Context: an optimization exercise on an open-source flow, tuned for small area. The choices shown serve that exercise and are no tape-out recipe.
Only simulation tests tie the RTL to the original design; equivalence was not proved.

## rev 12
==> module alu_core, before the edit <==
module alu_core
(
  input  logic [XLEN-1:0]   ops_opa,
  input  logic [XLEN-1:0]   ops_opb,
  input  logic [XLEN-1:0]   ops_npc,
  input  logic [PREG_W-1:0] ops_dest_reg_idx,
  input  logic              ops_valid,
  input  exec_pkg::alu_func_t       func,
  output logic [XLEN-1:0] result
);
  localparam int SHAMT_W = $clog2(XLEN);
  logic              sub;
  logic [XLEN-1:0]   bx;
  logic [XLEN-1:0]   sum;
  logic              cout;
  logic [XLEN-1:0]   gen, prop;
  logic [XLEN-1:0]   x_and, x_or, x_xor;
  logic              lt_signed, lt_unsigned, equal;
  logic              sll, fill;
  logic [XLEN-1:0]   sh_in;
  logic [XLEN-1:0]   sh_lvl [4];
  logic [XLEN-1:0]   shr, shl;
  logic [SHAMT_W-1:0] shamt;
  assign sub = func[0] | func[3];
  assign bx  = ops_opb ^ {XLEN{sub}};
  alu_adder add0 (
    .opa  (ops_opa),
    .bx   (bx),
    .sub  (sub),
    .sum  (sum),
    .gen  (gen),
    .prop (prop),
    .cout (cout)
  );
  assign x_and = gen;
  assign x_or  = gen | prop;
  assign x_xor = prop;
  assign equal       = &prop;
  assign lt_unsigned = ~cout;
  assign lt_signed   = (ops_opa[XLEN-1] ^ ops_opb[XLEN-1]) ? ops_opa[XLEN-1] : sum[XLEN-1];
  assign shamt = ops_opb[SHAMT_W-1:0];
  assign sll   = (func == ALU_SLL);
  assign fill  = (func == ALU_SRA) & ops_opa[XLEN-1];
  for (genvar i = 0; i < XLEN; i++) begin : g_rev
    assign sh_in[i] = sll ? ops_opa[XLEN-1-i] : ops_opa[i];
    assign shl[i]   = shr[XLEN-1-i];
  end
  logic [3:0]       dsel [3];
  assign sh_lvl[0] = sh_in;
  for (genvar l = 0; l < 3; l++) begin : g_sh
    localparam int K = 1 << (2 * l);
    logic [1:0] sa;
    logic [XLEN-1:0] src, r1, r2, r3;
    assign sa = shamt[2*l+1:2*l];
    assign dsel[l] = {sa == 2'd3, sa == 2'd2, sa == 2'd1, sa == 2'd0};
    assign src = sh_lvl[l];
    assign r1 = {{K{fill}}, src[XLEN-1:K]};
    assign r2 = {{(2*K){fill}}, src[XLEN-1:2*K]};
    assign r3 = {{(3*K){fill}}, src[XLEN-1:3*K]};
    assign sh_lvl[l+1] = ({XLEN{dsel[l][0]}} & src) | ({XLEN{dsel[l][1]}} & r1) |
                         ({XLEN{dsel[l][2]}} & r2) | ({XLEN{dsel[l][3]}} & r3);
  end
  assign shr = sh_lvl[3];
  logic e_sum, e_gen, e_prop, e_shr, e_shl, e_bad;
  logic cmp_bit;
  assign e_sum  = (func == ALU_ADDQ) | (func == ALU_SUBQ);
  assign e_gen  = (func == ALU_AND) | (func == ALU_BIS);
  assign e_prop = (func == ALU_BIS) | (func == ALU_XOR);
  assign e_shr  = (func == ALU_SRL) | (func == ALU_SRA);
  assign e_shl  = (func == ALU_SLL);
  assign e_bad  = ~(e_sum | e_gen | e_prop | e_shr | e_shl | (func[4:2] == 3'b011));
  assign cmp_bit = ((func == ALU_CMPEQ) & equal) | ((func == ALU_CMPLT) & lt_signed) |
                   ((func == ALU_CMPLE) & (lt_signed | equal)) | ((func == ALU_CMPULT) & lt_unsigned);
  assign result = ({XLEN{e_sum}} & sum) | ({XLEN{e_gen}} & gen) | ({XLEN{e_prop}} & prop) |
                  ({XLEN{e_shr}} & shr) | ({XLEN{e_shl}} & shl) | ({XLEN{e_bad}} & OPB_POISON) |
                  {{(XLEN-1){1'b0}}, cmp_bit};
endmodule
==> module alu_writeback, before the edit <==
module alu_writeback
(
  input  logic [XLEN-1:0]   ops_opa,
  input  logic [XLEN-1:0]   ops_opb,
  input  logic [XLEN-1:0]   ops_npc,
  input  logic [PREG_W-1:0] ops_dest_reg_idx,
  input  logic              ops_valid,
  input  exec_pkg::inst_word_t        ir,
  input  logic [XLEN-1:0]   rega,
  input  logic [XLEN-1:0]   raw_result,
  input  logic              rd_mem,
  input  logic              wr_mem,
  input  logic              cond_branch,
  input  logic              uncond_branch,
  output logic [XLEN-1:0]   result,
  output logic [XLEN-1:0]   branch_target,
  output logic [XLEN-1:0]   store_data,
  output logic              take_branch,
  output logic              mem_read,
  output logic              mem_write,
  output logic [PREG_W-1:0] dest_reg_idx
);
  exec_pkg::br_cond_t cond;
  logic     rega_zero;
  logic     rega_neg;
  logic     cond_true;
  assign cond      = exec_pkg::br_cond_t'(ir.br.opcode[2:0]);
  assign rega_zero = (rega == '0);
  assign rega_neg  = rega[XLEN-1];
  always_comb
  begin
    cond_true = 1'b0;
    case (cond)
      BR_LBC: cond_true = ~rega[0];
      BR_EQ:  cond_true = rega_zero;
      BR_LT:  cond_true = rega_neg;
      BR_LE:  cond_true = rega_neg | rega_zero;
      BR_LBS: cond_true = rega[0];
      BR_NE:  cond_true = ~rega_zero;
      BR_GE:  cond_true = ~rega_neg;
      BR_GT:  cond_true = ~rega_neg & ~rega_zero;
    endcase
  end
  assign take_branch = ops_valid & (uncond_branch | (cond_branch & cond_true));
  logic sel_raw, sel_npc;
  assign sel_raw = ops_valid & ~uncond_branch;
  assign sel_npc = ops_valid & uncond_branch;
  assign result        = ({XLEN{sel_raw}} & raw_result) | ({XLEN{sel_npc}} & ops_npc);
  assign branch_target = {XLEN{ops_valid}} & raw_result;    
  assign mem_read  = ops_valid & rd_mem;
  assign mem_write = ops_valid & wr_mem;
  assign dest_reg_idx = (rd_mem | wr_mem) ? ZERO_REG : ops_dest_reg_idx;
  assign store_data   = rega;
endmodule
Settings: LEC_CHECK=0, ABC_AREA=1, CAP_MARGIN=20, CORE_MARGIN=2, CORE_UTILIZATION=50, CTS_CLUSTER_DIAMETER=100, CTS_CLUSTER_SIZE=30, SLEW_MARGIN=20; clock period 12.5 ns.
standard.sh (not shown) runs the stock make flow with config.mk's settings and CLKGATE_MAP_FILE= SYNTH_SCRIPT=/design/flow/synth_recipe.tcl, a recipe that flattens the netlist after the stock synthesis.
==> flow/flow/run.sh <==
#!/bin/bash
# The standard layout (standard.sh) with these changes:
#  - Yosys's synth runs without its generic "abc -fast" step (SYNTH_ARGS=-noabc),
#    so the full adders written in the RTL reach extract_fa as written;
#  - the cell mapping uses flow/abc_area.script (area-oriented &nf mapping,
#    no ABC buffering or sizing; placement and repair do that);
#  - the port buffers are the smallest buffer cell, buf_1;
#  - the floorplan step only removes synthesis buffers (REMOVE_ABC_BUFFERS)
#    instead of sizing up with wire-load estimates.
# Each tool's output is in orfs/logs/; the make output is in standard_flow.log.
set -euo pipefail
here=$(pwd)
rm -rf "$here/scripts_alt"
cp -r "$FLOW_HOME/scripts" "$here/scripts_alt"
cp "$here/flow/abc_area.script" "$here/scripts_alt/abc_area.script"
export SCRIPTS_DIR="$here/scripts_alt"
export SYNTH_ARGS="-noabc"
export REMOVE_ABC_BUFFERS=1
export BUFFER_PORTS_ARGS="-buffer_cell sky130_fd_sc_hd__buf_1"
bash standard.sh finish > standard_flow.log 2>&1
==> flow/flow/abc_area.script <==
&get -n
&st
&dch
&nf -a -R 1000
&put
topo
stime -c
The inputs of rev 13 differ from those of rev 12 as listed below.
--- a/flow/design.v
+++ b/flow/design.v
@@ -1058,18 +1058,25 @@
                          ({XLEN{dsel[l][2]}} & r2) | ({XLEN{dsel[l][3]}} & r3);
   end
   assign shr = sh_lvl[3];
   logic e_sum, e_gen, e_prop, e_shr, e_shl, e_bad;
   logic cmp_bit;
-  assign e_sum  = (func == ALU_ADDQ) | (func == ALU_SUBQ);
-  assign e_gen  = (func == ALU_AND) | (func == ALU_BIS);
-  assign e_prop = (func == ALU_BIS) | (func == ALU_XOR);
-  assign e_shr  = (func == ALU_SRL) | (func == ALU_SRA);
-  assign e_shl  = (func == ALU_SLL);
-  assign e_bad  = ~(e_sum | e_gen | e_prop | e_shr | e_shl | (func[4:2] == 3'b011));
-  assign cmp_bit = ((func == ALU_CMPEQ) & equal) | ((func == ALU_CMPLT) & lt_signed) |
-                   ((func == ALU_CMPLE) & (lt_signed | equal)) | ((func == ALU_CMPULT) & lt_unsigned);
+  logic f_sum, f_gen, f_prop, f_shr, f_shl;
+  assign f_sum  = (func == ALU_ADDQ) | (func == ALU_SUBQ);
+  assign f_gen  = (func == ALU_AND) | (func == ALU_BIS);
+  assign f_prop = (func == ALU_BIS) | (func == ALU_XOR);
+  assign f_shr  = (func == ALU_SRL) | (func == ALU_SRA);
+  assign f_shl  = (func == ALU_SLL);
+  assign e_sum  = ops_valid & f_sum;
+  assign e_gen  = ops_valid & f_gen;
+  assign e_prop = ops_valid & f_prop;
+  assign e_shr  = ops_valid & f_shr;
+  assign e_shl  = ops_valid & f_shl;
+  assign e_bad  = ops_valid & ~(f_sum | f_gen | f_prop | f_shr | f_shl | (func[4:2] == 3'b011));
+  assign cmp_bit = ops_valid &
+                   (((func == ALU_CMPEQ) & equal) | ((func == ALU_CMPLT) & lt_signed) |
+                    ((func == ALU_CMPLE) & (lt_signed | equal)) | ((func == ALU_CMPULT) & lt_unsigned));
   assign result = ({XLEN{e_sum}} & sum) | ({XLEN{e_gen}} & gen) | ({XLEN{e_prop}} & prop) |
                   ({XLEN{e_shr}} & shr) | ({XLEN{e_shl}} & shl) | ({XLEN{e_bad}} & OPB_POISON) |
                   {{(XLEN-1){1'b0}}, cmp_bit};
 endmodule
 `timescale 1ns/1ps
@@ -1116,15 +1123,12 @@
       BR_GE:  cond_true = ~rega_neg;
       BR_GT:  cond_true = ~rega_neg & ~rega_zero;
     endcase
   end
   assign take_branch = ops_valid & (uncond_branch | (cond_branch & cond_true));
-  logic sel_raw, sel_npc;
-  assign sel_raw = ops_valid & ~uncond_branch;
-  assign sel_npc = ops_valid & uncond_branch;
-  assign result        = ({XLEN{sel_raw}} & raw_result) | ({XLEN{sel_npc}} & ops_npc);
-  assign branch_target = {XLEN{ops_valid}} & raw_result;    
+  assign result        = uncond_branch ? ({XLEN{ops_valid}} & ops_npc) : raw_result;
+  assign branch_target = raw_result;    
   assign mem_read  = ops_valid & rd_mem;
   assign mem_write = ops_valid & wr_mem;
   assign dest_reg_idx = (rd_mem | wr_mem) ? ZERO_REG : ops_dest_reg_idx;
   assign store_data   = rega;
 endmodule
## What came out
Worst-path cell with the longest stage delay: sky130_fd_sc_hd__fa_1 -> rev 12, sky130_fd_sc_hd__a222oi_1 -> rev 13. The higher share of final-layout standard cells stronger than drive strength 1 of rev 13 and rev 12 is in rev 13. Changes observed in rev 13 relative to rev 12: area enclosed by the die boundary now smaller, cell area rose by 730 um2.

port drivers added, routing unchanged:
In the flow no input, the clock included, has a driving cell. The finished layouts below were timed again as built, in two steps. Step 1: set_driving_cell puts a clkbuf_16 on clock and a buf_2 on each other input, an assumption about the parent block. Step 2 moves the port delays by t, midway between the first and last clock arrival at a register: inputs arrive t later, outputs are due t later. That takes back most of the time a late clock gives input paths. Slacks: no drivers / after step 1 / after step 2; pairs: no drivers / after step 1.
| run | shift t [ns] | setup WS [ns] | latest minus earliest clock arrival (ns) |
|---|---|---|---|
| rev 12 | 0.755 | 0.283 / 0.254 / -0.107 | 0.052 / 0.052 |
| rev 13 | 0.734 | 0.230 / 0.190 / -0.409 | 0.043 / 0.043 |
Met with ideal ports but missed after step 2: setup timing in rev 12 and rev 13. The setup slack of rev 13, which loses most, moves by -0.040 ns with the drivers and by -0.639 ns with both steps.
